Context: an optimization exercise on an open-source flow, tuned for small area and a short achievable clock period. The choices shown serve that exercise and are no tape-out recipe. The RTL was checked by simulation tests, not by an equivalence proof against the original design. Power is estimated from default activity; no workload was simulated.

## run a
==> flow/design.v <==
module aq_reduce_ctrl #(
  parameter  int unsigned DRAIN_TO = 64,
  localparam int unsigned GW       = 16,
  localparam int unsigned DW       = 32,
  localparam int unsigned CW       = 32
) (
  input  logic          RST_N,
  input  logic          CLK,
  input  logic [GW-1:0] CFG_ORG_X,
  input  logic [GW-1:0] CFG_ORG_Y,
  input  logic [GW-1:0] CFG_CNV_X,
  input  logic [GW-1:0] CFG_CNV_Y,
  input  logic          START,
  input  logic          ABORT,
  input  logic          S_TVALID,
  input  logic [DW-1:0] S_TDATA,
  output logic          S_TREADY,
  output logic [GW-1:0] ORG_X,
  output logic [GW-1:0] ORG_Y,
  output logic [GW-1:0] CNV_X,
  output logic [GW-1:0] CNV_Y,
  output logic          DIN_WE,
  output logic          DIN_FSYNC,
  output logic [DW-1:0] DIN,
  input  logic          DOUT_OE,
  input  logic          DOUT_LAST,
  output logic          BUSY,
  output logic          DONE,
  output logic          ERR,
  output logic [CW-1:0] OUT_CNT
);
  logic          r_busy, r_fsync, r_tready, r_drain, r_done;
  logic          r_err, r_din_we;
  logic [DW-1:0] r_din;
  logic [CW-1:0] r_out_cnt;
  logic [GW-1:0] r_org_x, r_org_y, r_cnv_x, r_cnv_y;
  logic [GW-1:0] r_px_x, r_px_y;
  logic [GW-1:0] r_oc_x, r_oc_y;
  logic          r_oc_over;
  logic          w_cfg_ok, w_start_ok, w_fin, w_sync1, w_hs, w_px_row, w_last_px;
  logic          w_drain_to, w_oe_en, w_wrap, w_oc_row, w_oc_load, w_cnt_eq;
  logic [CW:0]   w_out_inc;
  logic [CW-1:0] w_out_cnt;
  logic [GW-1:0] w_org_x_nxt, w_org_y_nxt, w_cnv_x_nxt, w_cnv_y_nxt;
  assign w_cfg_ok   = (CFG_CNV_X != '0) && (CFG_CNV_X <= CFG_ORG_X) &&
                      (CFG_CNV_Y != '0) && (CFG_CNV_Y <= CFG_ORG_Y);
  assign w_start_ok = !r_busy && START && w_cfg_ok;
  assign w_fin      = r_busy && r_done;
  assign w_sync1    = r_busy && !r_fsync && !r_tready && !r_drain && !r_done;
  assign w_hs       = r_tready && S_TVALID;
  assign w_px_row   = r_px_x == GW'(1);
  assign w_last_px  = w_px_row && (r_px_y == GW'(1));
  assign w_drain_to = r_px_y[5:0] == 6'(1 - DRAIN_TO);
  assign w_oe_en    = DOUT_OE && r_busy && !r_done;
  assign w_out_cnt  = r_fsync ? '0 : r_out_cnt;
  assign w_out_inc  = {1'b0, w_out_cnt} + (CW+1)'(w_oe_en);
  assign w_wrap     = w_out_inc[CW];
  assign w_oc_row   = w_oe_en && (r_oc_x == GW'(1));
  assign w_oc_load  = w_wrap;
  assign w_cnt_eq   = !r_oc_over && (w_oe_en ? (w_oc_row && (r_oc_y == GW'(1)))
                                             : (r_oc_y == '0));
  assign w_org_x_nxt = w_start_ok ? CFG_ORG_X : r_org_x;
  assign w_org_y_nxt = w_start_ok ? CFG_ORG_Y : r_org_y;
  assign w_cnv_x_nxt = w_start_ok ? CFG_CNV_X : r_cnv_x;
  assign w_cnv_y_nxt = w_start_ok ? CFG_CNV_Y : r_cnv_y;
  always_ff @(posedge CLK or negedge RST_N) begin
    if (!RST_N) begin
      r_busy    <= 1'b0;
      r_fsync   <= 1'b0;
      r_tready  <= 1'b0;
      r_drain   <= 1'b0;
      r_done    <= 1'b0;
      r_err     <= 1'b0;
      r_din_we  <= 1'b0;
      r_din     <= '0;
      r_out_cnt <= '0;
      r_org_x   <= '0;
      r_org_y   <= '0;
      r_cnv_x   <= '0;
      r_cnv_y   <= '0;
      r_px_x    <= '0;
      r_px_y    <= '0;
      r_oc_x    <= '0;
      r_oc_y    <= '0;
      r_oc_over <= 1'b0;
    end else begin
      r_busy   <= r_busy ? (!ABORT && !r_done) : (START && w_cfg_ok);
      r_fsync  <= w_start_ok;
      r_tready <= !ABORT && (w_sync1 || (r_tready && !(w_hs && w_last_px)));
      r_drain  <= !ABORT && ((w_hs && w_last_px) || (r_drain && !DOUT_LAST && !w_drain_to));
      r_done   <= (!r_busy && START && !w_cfg_ok) ||
                  (r_drain && !ABORT && (DOUT_LAST || w_drain_to));
      if (r_busy && ABORT)                r_err <= 1'b1;
      else if (!r_busy && START)          r_err <= !w_cfg_ok;
      else if (r_drain && DOUT_LAST)      r_err <= r_err || !w_cnt_eq;
      else if (r_drain && w_drain_to)     r_err <= 1'b1;
      r_din_we <= w_hs && !ABORT;
      if (w_hs && !ABORT) r_din <= S_TDATA;
      r_out_cnt <= w_out_inc[CW-1:0];
      r_org_x   <= w_org_x_nxt;
      r_org_y   <= w_org_y_nxt;
      r_cnv_x   <= w_cnv_x_nxt;
      r_cnv_y   <= w_cnv_y_nxt;
      r_px_x <= (r_fsync || (w_hs && w_px_row)) ? r_org_x : r_px_x - GW'(w_hs);
      r_px_y <= r_fsync ? r_org_y : r_px_y - GW'((w_hs && w_px_row) || r_drain);
      if (!r_busy) begin
        r_oc_x    <= CFG_CNV_X;
        r_oc_y    <= CFG_CNV_Y;
        r_oc_over <= 1'b0;
      end else begin
        r_oc_x    <= (w_oc_load || w_oc_row) ? r_cnv_x : r_oc_x - GW'(w_oe_en);
        r_oc_y    <= w_oc_load ? r_cnv_y : r_oc_y - GW'(w_oc_row);
        r_oc_over <= !w_oc_load && (r_oc_over || (w_oe_en && r_oc_y == '0));
      end
    end
  end
  assign S_TREADY  = r_tready;
  assign ORG_X     = r_org_x;
  assign ORG_Y     = r_org_y;
  assign CNV_X     = r_cnv_x;
  assign CNV_Y     = r_cnv_y;
  assign DIN_WE    = r_din_we;
  assign DIN_FSYNC = r_fsync;
  assign DIN       = r_din;
  assign BUSY      = r_busy;
  assign DONE      = r_done;
  assign ERR       = r_err;
  assign OUT_CNT   = w_out_cnt;
endmodule
Settings: LEC_CHECK=0, CAP_MARGIN=20, CORE_MARGIN=2, CORE_UTILIZATION=40, SLEW_MARGIN=20; clock period 8.0 ns.
standard.sh (not shown) runs the stock make flow with config.mk's settings and CLKGATE_MAP_FILE= SYNTH_SCRIPT=/design/flow/synth_recipe.tcl, a recipe that flattens the netlist after the stock synthesis.
==> flow/flow/run.sh <==
#!/bin/bash
# Standard ORFS layout, but the port buffers are buf_1 cells.
set -euo pipefail
export BUFFER_PORTS_ARGS="-buffer_cell sky130_fd_sc_hd__buf_1"
bash standard.sh > standard.log 2>&1
## Diff of input files: run b against run a
--- a/flow/design.v
+++ b/flow/design.v
@@ -39,9 +39,8 @@
   logic          r_oc_over;
   logic          w_cfg_ok, w_start_ok, w_fin, w_sync1, w_hs, w_px_row, w_last_px;
   logic          w_drain_to, w_oe_en, w_wrap, w_oc_row, w_oc_load, w_cnt_eq;
   logic [CW:0]   w_out_inc;
-  logic [CW-1:0] w_out_cnt;
   logic [GW-1:0] w_org_x_nxt, w_org_y_nxt, w_cnv_x_nxt, w_cnv_y_nxt;
   assign w_cfg_ok   = (CFG_CNV_X != '0) && (CFG_CNV_X <= CFG_ORG_X) &&
                       (CFG_CNV_Y != '0) && (CFG_CNV_Y <= CFG_ORG_Y);
   assign w_start_ok = !r_busy && START && w_cfg_ok;
@@ -51,10 +50,9 @@
   assign w_px_row   = r_px_x == GW'(1);
   assign w_last_px  = w_px_row && (r_px_y == GW'(1));
   assign w_drain_to = r_px_y[5:0] == 6'(1 - DRAIN_TO);
   assign w_oe_en    = DOUT_OE && r_busy && !r_done;
-  assign w_out_cnt  = r_fsync ? '0 : r_out_cnt;
-  assign w_out_inc  = {1'b0, w_out_cnt} + (CW+1)'(w_oe_en);
+  assign w_out_inc  = {1'b0, r_out_cnt} + (CW+1)'(w_oe_en);
   assign w_wrap     = w_out_inc[CW];
   assign w_oc_row   = w_oe_en && (r_oc_x == GW'(1));
   assign w_oc_load  = w_wrap;
   assign w_cnt_eq   = !r_oc_over && (w_oe_en ? (w_oc_row && (r_oc_y == GW'(1)))
@@ -95,9 +93,9 @@
       else if (r_drain && DOUT_LAST)      r_err <= r_err || !w_cnt_eq;
       else if (r_drain && w_drain_to)     r_err <= 1'b1;
       r_din_we <= w_hs && !ABORT;
       if (w_hs && !ABORT) r_din <= S_TDATA;
-      r_out_cnt <= w_out_inc[CW-1:0];
+      r_out_cnt <= w_start_ok ? '0 : w_out_inc[CW-1:0];
       r_org_x   <= w_org_x_nxt;
       r_org_y   <= w_org_y_nxt;
       r_cnv_x   <= w_cnv_x_nxt;
       r_cnv_y   <= w_cnv_y_nxt;
@@ -124,6 +122,6 @@
   assign DIN       = r_din;
   assign BUSY      = r_busy;
   assign DONE      = r_done;
   assign ERR       = r_err;
-  assign OUT_CNT   = w_out_cnt;
+  assign OUT_CNT   = r_out_cnt;
 endmodule
==> comparison <==
- Run b against run a: final core utilization shows a reduction of 0.36 points; clock insertion delay at the later pin of the skew report shows a reduction of 0.03 ns; total chip power shows a reduction of 1.0%.
- Run a has lower number of clock buffer instances in the layout than run b.
- Comparing run b and run a, the higher vias after detailed routing was measured on run a.
- The routed length on met3 in run b sits 9.9% below the value recorded for run a.
- Between run a and run b, the flow reports combinational power decreasing slightly.
- Cmp run b vs run a: critical-path maximum fanout higher in run b

==> separate check: timing with driven ports <==
In the flow no input, the clock included, has a driving cell. The finished layouts below were timed again as built, in two steps. Step 1: set_driving_cell puts a clkbuf_16 on CLK and a buf_2 on each other input, an assumption about the parent block. Step 2 also shifts input and output timing later by t, the mid clock arrival at the registers, as if the neighbouring blocks saw the same clock. Three values: no drivers, after step 1, after step 2; two values: the first two.
run	shift t [ns]	setup WS [ns]	worst setup path after step 2	worst data-port slew with drivers (ns)	cell pins on the clock port's net
run a	0.486	4.031 / 4.055 / 3.569	input to register	0.08	1
run b	0.461	3.469 / 3.466 / 3.006	input to register	0.07	1
After both steps setup and hold are still met in every run listed. The setup slack of run b, which loses most, moves by -0.003 ns with the drivers and by -0.463 ns with both steps.
